Source: an optimization exercise on an open RTL-to-GDS flow (aim: small area, a short achievable clock period and few clock cycles). Production flows keep margins and buffers that such runs may drop.
At most, simulation tests tie the RTL to the original design; equivalence was not proved.
Power and IR drop assume default switching activity.

## rev 12
==> flow/design.v (excerpt) <==
module gap_fc_top (
    input  logic              clk,
    input  logic              rst_n,
    input  logic              start,
    input  logic [15:0]       pix_count,
    input  logic [15:0]       fm_base,
    output logic              busy,
    output logic              done,
    output logic              fm_rd_en,
    output logic [15:0]       fm_rd_addr,
    input  logic signed [7:0] fm_rd_data,
    input  logic              param_wr_en,
    input  logic [1:0]        param_wr_sel,
    input  logic [7:0]        param_wr_addr,
    input  logic [31:0]       param_wr_data,
    output logic              res_valid,
    output logic [1:0]        res_idx,
    output logic signed [7:0] res_data
);
    logic               h_valid;
    logic [23:0]        h_data;
    logic               h_take;
    logic [1:0]         w_o;
    logic [2:0]         w_c;
    logic signed [7:0]  w_byte;
    logic [1:0]         f_o;
    logic [31:0]        f_bias;
    logic [15:0]        f_m;
    logic [1:0]         r_o;
    logic [4:0]         f_s;
    logic               f_v;
    logic [15:0]        g_m;
    logic [4:0]         g_s;
    logic               g_v;
    param_regs u_params (
        .clk(clk), .rst_n(rst_n),
        .param_wr_en(param_wr_en), .param_wr_sel(param_wr_sel),
        .param_wr_addr(param_wr_addr), .param_wr_data(param_wr_data),
        .w_o(w_o), .w_c(w_c), .w_byte(w_byte),
  ...
Size: roughly 3,300 cells after synthesis, roughly 120 I/O pins, about 0.043 mm^2 of cells after synthesis.
Settings: LEC_CHECK=0, CAP_MARGIN=50, CORE_MARGIN=2, CORE_UTILIZATION=40, CTS_CLUSTER_DIAMETER=120, CTS_CLUSTER_SIZE=22, SLEW_MARGIN=70; clock period 15.0 ns.
standard.sh (not shown) runs the stock make flow with config.mk's settings and CLKGATE_MAP_FILE= SYNTH_SCRIPT=/design/flow/synth_recipe.tcl, a recipe that flattens the netlist after the stock synthesis.
==> flow/flow/run.sh <==
#!/bin/bash
# The standard layout (the standard.sh: ORFS synthesis through finish), with two knobs
# changed: ports are buffered with buf_4 instead of the cell buffer_ports picks by default, and
# repair_timing aims for a setup slack of 10.6 ns at the design's 15 ns clock.
# Each run's full output goes to flow_make.log in the work folder.
set -euo pipefail
bash standard.sh SETUP_SLACK_MARGIN=10.6 "BUFFER_PORTS_ARGS=-buffer_cell sky130_fd_sc_hd__buf_4" finish > flow_make.log 2>&1
diff inputs: rev 12 => rev 13
--- a/flow/design.v
+++ b/flow/design.v
@@ -275,17 +275,17 @@
     logic        e_busy;
     logic [1:0]  e_step;
     logic        can_load, ld_gap, ld_fc, load;
     logic        ld_pre, ld_g;
     logic        pre;          
     logic        fc_ok;
+    logic        xsum_ok;      
     logic        a_v, a_first, a_last;
     assign can_load = !e_busy || (e_step == 2'd3);
     assign ld_gap   = can_load && !gcnt[3] && h_valid;
-    logic [3:0]  fin;          
-    assign fc_ok    = fin[fcnt];
+    assign fc_ok    = xsum_ok;
     assign ld_fc    = can_load && gcnt[3] && fc_ok;
     assign ld_pre   = can_load && gcnt[3] && !fc_ok && !pre && h_valid;
     assign ld_g     = ld_gap || ld_pre;
     assign load     = ld_g || ld_fc;
     assign h_take   = ld_g;
     assign f_o      = fcnt;
@@ -338,36 +338,38 @@
     logic [35:0] pp0, pp1;
     logic [35:0] t;
     logic [35:0] rin;
     logic [35:0] cs_s, cs_c;
     logic [36:0] t_ci;
     logic        e_first;
+    logic [31:0] xsum_q;
     assign m_new = ld_g ? g_m : f_m;
     assign mag0  = ({33{ctl[0]}} & {x[31], x}) | ({33{ctl[1]}} & {x, 1'b0});
     assign mag1  = ({33{ctl[3]}} & {x[31], x}) | ({33{ctl[4]}} & {x, 1'b0});
     assign pp0   = {{3{mag0[32]}}, mag0} ^ {36{ctl[2]}};
     assign pp1   = ({{1{mag1[32]}}, mag1, 2'b00} ^ {{34{ctl[5]}}, 2'b00}) | {34'd0, ctl[5], ctl[5]};
     assign rin   = e_first ? 36'd0 : {{4{r[31]}}, r};
     assign cs_s  = rin ^ pp0 ^ pp1;
     assign cs_c  = {(rin[34:0] & pp0[34:0]) | (rin[34:0] & pp1[34:0]) | (pp0[34:0] & pp1[34:0]), ctl[5]};
     assign t_ci  = {cs_s, 1'b1} + {cs_c, ctl[2]};
     assign t     = t_ci[36:1];
     always_ff @(posedge clk) begin
         if (load) begin
-            x     <= ld_g ? {{8{h_data[23]}}, h_data} : f_bias + {{13{s_sel[18]}}, s_sel};
+            x     <= ld_g ? {{8{h_data[23]}}, h_data} : xsum_q;
             mr    <= {m_new, 1'b0};
             ctl   <= {bdec(m_new[3:1]), bdec({m_new[1:0], 1'b0})};
             e_gap <= ld_g;
             e_pre <= ld_pre;
             e_o   <= fcnt;
         end else begin
             mr  <= {4'd0, mr[16:4]};
             ctl <= {bdec(mr[8:6]), bdec(mr[6:4])};
         end
         r <= t[35:4];
         l <= {t[3:0], l[15:4]};
+        xsum_q <= f_bias + {{13{s_sel[18]}}, s_sel};
     end
     always_ff @(posedge clk or negedge rst_n) begin
         if (!rst_n) e_first <= 1'b0;
         else        e_first <= load;
     end
     logic        w_v;
@@ -392,13 +394,12 @@
     always_ff @(posedge clk or negedge rst_n) begin
         if (!rst_n) w_v <= 1'b0;
         else        w_v <= e_busy && (e_step == 2'd3);
     end
     logic signed [7:0]  pooled;
     logic signed [7:0]  w_q;
-    logic [2:0]  p_c;          
     logic [18:0] ps_q, pc_q;
     logic [18:0] bp [0:3];
     logic [18:0] nb;
     logic [18:0] c1s, c1c, c2s, c2c, c3s, c3c;
     logic [18:0] a_s, a_x, a_y;
     logic [18:0] acc_in;
@@ -425,56 +426,60 @@
         c3s = c2s ^ c2c ^ nb;
         c3c = {(c2s[17:0] & c2c[17:0]) | (c2s[17:0] & nb[17:0]) | (c2c[17:0] & nb[17:0]), 1'b0};
     end
     logic [18:0] q [0:3];
     logic [1:0]  ph;
     logic [1:0]  sidx;         
+    logic [3:0]  fin;          
     logic [2:0]  m_c;
     logic        f_busy;
     logic [1:0]  f_n;
     logic        f_go;
-    logic        p_v;
+    logic        p_v, p_first, p_last;
     assign a_s    = (a_v && a_first) ? 19'd0 : q[0];
     assign a_x    = a_s ^ ps_q ^ pc_q;
     assign a_y    = {(a_s[17:0] & ps_q[17:0]) | (a_s[17:0] & pc_q[17:0]) | (ps_q[17:0] & pc_q[17:0]), 1'b0};
     assign acc_in = a_x + a_y;
     logic [1:0]  f_cnt;
     logic        f_start;
     assign f_start = (w_v && w_gap && !(w_pre && pre)) || (pv_hold && !pre);
     assign f_go    = f_start || f_busy;
     assign f_cnt  = f_busy ? f_n : 2'd0;
-    assign w_o    = ph + 2'd1;
-    assign w_c    = p_c;
-    assign w_q    = w_byte;
+    assign w_o    = ph + 2'd2;
+    assign w_c    = m_c;
     assign s_sel  = q[sidx];
     always_ff @(posedge clk) begin
         if (w_v && w_gap) pooled <= y;
-        p_c     <= m_c;
+        w_q     <= w_byte;
+        p_first <= m_c == 3'd0;
+        p_last  <= m_c == 3'd7;
         ps_q    <= p_v ? c3s : 19'd0;
         pc_q    <= p_v ? c3c : 19'd0;
-        a_first <= p_c == 3'd0;
-        a_last  <= p_c == 3'd7;
+        a_first <= p_first;
+        a_last  <= p_last;
         q[0]    <= q[1];
         q[1]    <= q[2];
         q[2]    <= q[3];
         q[3]    <= acc_in;
     end
     always_ff @(posedge clk or negedge rst_n) begin
         if (!rst_n) begin
             ph      <= '0;
             sidx    <= '0;
             fin     <= '0;
+            xsum_ok <= 1'b0;
             f_busy  <= 1'b0;
             pv_hold <= 1'b0;
             f_n     <= '0;
             m_c     <= '0;
             p_v     <= 1'b0;
             a_v     <= 1'b0;
         end else begin
             ph      <= ph + 2'd1;
             sidx    <= sidx - 2'd1 + {1'b0, ld_fc};
+            xsum_ok <= fin[fcnt] && !ld_fc;
             if (a_v && a_last) fin[ph] <= 1'b1;
             if (ld_fc && fcnt == 2'd3) fin <= '0;
             f_busy  <= f_go && (f_cnt != 2'd3);
             if (w_v && w_gap && w_pre && pre) pv_hold <= 1'b1;
             else if (!pre)                    pv_hold <= 1'b0;
             f_n     <= f_cnt + 2'd1;
Findings:
On rev 13: synthesized area is 970 um^2 higher than what rev 12 gave. Of rev 12 and rev 13, rev 12 shows the lower synthesized cell count, with rev 13 above it. Cell area of rev 13 is on par with rev 12. Power after layout for rev 13: about 14% down relative to rev 12. [compare] base=rev 12 new=rev 13: worst setup timing slack at the placement stage increased 0.18 ns, compound-cell area share of the yosys netlist decreased 1.6 points.
Testbench counts of rev 13, summed over its fixed seeds: cycles 25,268.
Only the layout flow was run in rev 12; the RTL was not checked for function there.


Setup of before:
gap_fc_top, a different RTL version from the one above (not shown whole).
Size: ~3,400 cells after synthesis, about 45,000 um2 of cells after synthesis.
==> flow/config.mk <==
export PLATFORM = sky130hd
export DESIGN_NAME = gap_fc_top
export DESIGN_NICKNAME = gap_fc_top
export VERILOG_FILES = /design/flow/design.v
export SDC_FILE = /design/flow/constraint.sdc
export NUM_CORES = 4
export LEC_CHECK = 0
export CAP_MARGIN = 50
export CORE_MARGIN = 2
export CORE_UTILIZATION = 40
export SLEW_MARGIN = 70
==> flow/constraint.sdc <==
create_clock -name core_clock -period 15.0 [get_ports {clk}]
set_input_delay 3.0000 -clock core_clock [delete_from_list [all_inputs] [get_ports {clk}]]
set_output_delay 3.0000 -clock core_clock [all_outputs]
set_load 0.01 [all_outputs]
Scripts as last shown in full above: flow/flow/run.sh
The following lists how after was set up differently from before:
--- a/flow/design.v
+++ b/flow/design.v
@@ -41,67 +41,54 @@
     output logic               g_v
 );
     logic [7:0]  w_mem [0:31];
     logic [31:0] b_mem [0:3];
     logic [15:0] m_mem [0:3];
     logic [4:0]  s_mem [0:3];
     logic [15:0] gm_q;
     logic [4:0]  gs_q;
     logic [7:0]  wv;
     logic [3:0]  bv;
     logic [3:0]  rv;
     logic        gv;
-    logic        wr_q;
-    logic [1:0]  sel_q;
-    logic        w_ok, o_ok;
-    logic [2:0]  a_q;
-    logic [31:0] d_q;
-    always_ff @(posedge clk or negedge rst_n) begin
-        if (!rst_n) wr_q <= 1'b0;
-        else        wr_q <= param_wr_en;
-    end
-    always_ff @(posedge clk) begin
-        sel_q <= param_wr_sel;
-        w_ok  <= param_wr_addr < 8'd8;
-        o_ok  <= param_wr_addr < 8'd4;
-        a_q   <= param_wr_addr[2:0];
-        d_q   <= param_wr_data;
-    end
+    logic w_ok, o_ok;
+    assign w_ok = param_wr_addr < 8'd8;
+    assign o_ok = param_wr_addr < 8'd4;
     always_ff @(posedge clk) begin
-        if (wr_q) begin
-            case (sel_q)
-                2'd0: if (w_ok) for (int l = 0; l < 4; l++) w_mem[{a_q, 2'(l)}] <= d_q[8*l +: 8];
+        if (param_wr_en) begin
+            case (param_wr_sel)
+                2'd0: if (w_ok) for (int l = 0; l < 4; l++) w_mem[{param_wr_addr[2:0], 2'(l)}] <= param_wr_data[8*l +: 8];
                 2'd1: if (o_ok) begin
-                    m_mem[a_q[1:0]] <= d_q[15:0];
-                    s_mem[a_q[1:0]] <= d_q[20:16];
+                    m_mem[param_wr_addr[1:0]] <= param_wr_data[15:0];
+                    s_mem[param_wr_addr[1:0]] <= param_wr_data[20:16];
                 end
-                2'd2: if (o_ok) b_mem[a_q[1:0]] <= d_q;
+                2'd2: if (o_ok) b_mem[param_wr_addr[1:0]] <= param_wr_data;
                 default: begin
-                    gm_q <= d_q[15:0];
-                    gs_q <= d_q[20:16];
+                    gm_q <= param_wr_data[15:0];
+                    gs_q <= param_wr_data[20:16];
                 end
             endcase
         end
     end
     always_ff @(posedge clk or negedge rst_n) begin
         if (!rst_n) begin
             wv <= '0;
             bv <= '0;
             rv <= '0;
             gv <= 1'b0;
-        end else if (wr_q) begin
-            case (sel_q)
-                2'd0: if (w_ok) wv[a_q] <= 1'b1;
-                2'd1: if (o_ok) rv[a_q[1:0]] <= 1'b1;
-                2'd2: if (o_ok) bv[a_q[1:0]] <= 1'b1;
+        end else if (param_wr_en) begin
+            case (param_wr_sel)
+                2'd0: if (w_ok) wv[param_wr_addr[2:0]] <= 1'b1;
+                2'd1: if (o_ok) rv[param_wr_addr[1:0]] <= 1'b1;
+                2'd2: if (o_ok) bv[param_wr_addr[1:0]] <= 1'b1;
                 default: gv <= 1'b1;
             endcase
         end
     end
     assign w_byte = wv[{w_o, w_c[2]}] ? w_mem[{w_o, w_c}] : 8'd0;
     assign f_bias = bv[f_o] ? b_mem[f_o] : 32'd0;
     assign f_m    = m_mem[f_o];
     assign f_s    = s_mem[r_o];
     assign f_v    = rv[r_o];
     assign g_m    = gm_q;
     assign g_s    = gs_q;
     assign g_v    = gv;
@@ -337,26 +324,26 @@
     logic [1:0]  e_o;
     logic [15:0] m_new;
     logic signed [18:0] s_sel;
     logic [32:0] mag0, mag1;
     logic [35:0] pp0, pp1;
     logic [35:0] t;
     logic [35:0] rin;
     logic [35:0] cs_s, cs_c;
     logic [36:0] t_ci;
     logic        e_first;
     logic [31:0] xsum_q;
     assign m_new = ld_gap ? g_m : f_m;
-    assign mag0  = ctl[0] ? {x[31], x} : ctl[1] ? {x, 1'b0} : 33'd0;
-    assign mag1  = ctl[3] ? {x[31], x} : ctl[4] ? {x, 1'b0} : 33'd0;
+    assign mag0  = ({33{ctl[0]}} & {x[31], x}) | ({33{ctl[1]}} & {x, 1'b0});
+    assign mag1  = ({33{ctl[3]}} & {x[31], x}) | ({33{ctl[4]}} & {x, 1'b0});
     assign pp0   = {{3{mag0[32]}}, mag0} ^ {36{ctl[2]}};
     assign pp1   = ({{1{mag1[32]}}, mag1, 2'b00} ^ {{34{ctl[5]}}, 2'b00}) | {34'd0, ctl[5], ctl[5]};
     assign rin   = e_first ? 36'd0 : {{4{r[31]}}, r};
     assign cs_s  = rin ^ pp0 ^ pp1;
     assign cs_c  = {(rin[34:0] & pp0[34:0]) | (rin[34:0] & pp1[34:0]) | (pp0[34:0] & pp1[34:0]), ctl[5]};
     assign t_ci  = {cs_s, 1'b1} + {cs_c, ctl[2]};
     assign t     = t_ci[36:1];
     always_ff @(posedge clk) begin
         if (load) begin
             x     <= ld_gap ? {{8{h_data[23]}}, h_data} : xsum_q;
             mr    <= {m_new, 1'b0};
             ctl   <= {bdec(m_new[3:1]), bdec({m_new[1:0], 1'b0})};
### Flow results
Relative to before, critical path's largest stage delay has gone down in after. after: clock latency reported for the late side of the worst-skew pair 20 ps below before. Going from before to after, clock share of power grows by 0.2 points. Diff before -> after: upper clock frequency limit went down, switching share of total power went down. STATUS clock power: after wins against before. Between after and before, it is after whose area of all sequential standard cells is lower, by about 3.4%. The global-route wire length before repair on before is in line with that on after. Of the two candidates, before has the worse area enclosed by the die boundary and after the better one. Compared to before, after has final setup slack of the worst path 14 ps lower.
No functional check of the RTL was part of any run of this note.

separate check: timing with driven ports:
Ports are ideal in the flow. The routed layouts listed here were re-timed in OpenROAD. Step 1: set_driving_cell puts a clkbuf_16 on clk and a buf_2 on each other input, an assumption about the parent block. Step 2 moves the port delays by t, midway between the first and last clock arrival at a register: inputs arrive t later, outputs are due t later. That takes back most of the time a late clock gives input paths. Slacks: no drivers / after step 1 / after step 2; pairs: no drivers / after step 1.
| run | t (ns) | setup WS [ns] | worst hold slack (ns) | worst setup path after step 2 | worst slew at a driven data input, ns |
|---|---|---|---|---|---|
| rev 12 | 0.708 | 10.649 / 10.619 / 9.981 | 0.332 / 0.332 / 0.332 | input to register | 0.06 |
| rev 13 | 0.744 | 10.614 / 10.547 / 9.959 | 0.304 / 0.304 / 0.304 | input to register | 0.05 |
| before | 0.751 | 10.677 / 10.610 / 10.603 | 0.318 / 0.318 / 0.318 | input to register | 0.06 |
| after | 0.740 | 10.663 / 10.599 / 9.968 | 0.329 / 0.329 / 0.329 | input to register | 0.07 |
After both steps every run listed still meets setup and hold. For after, which loses most, drivers alone change the setup slack by -0.064 ns; drivers and shift together by -0.695 ns.
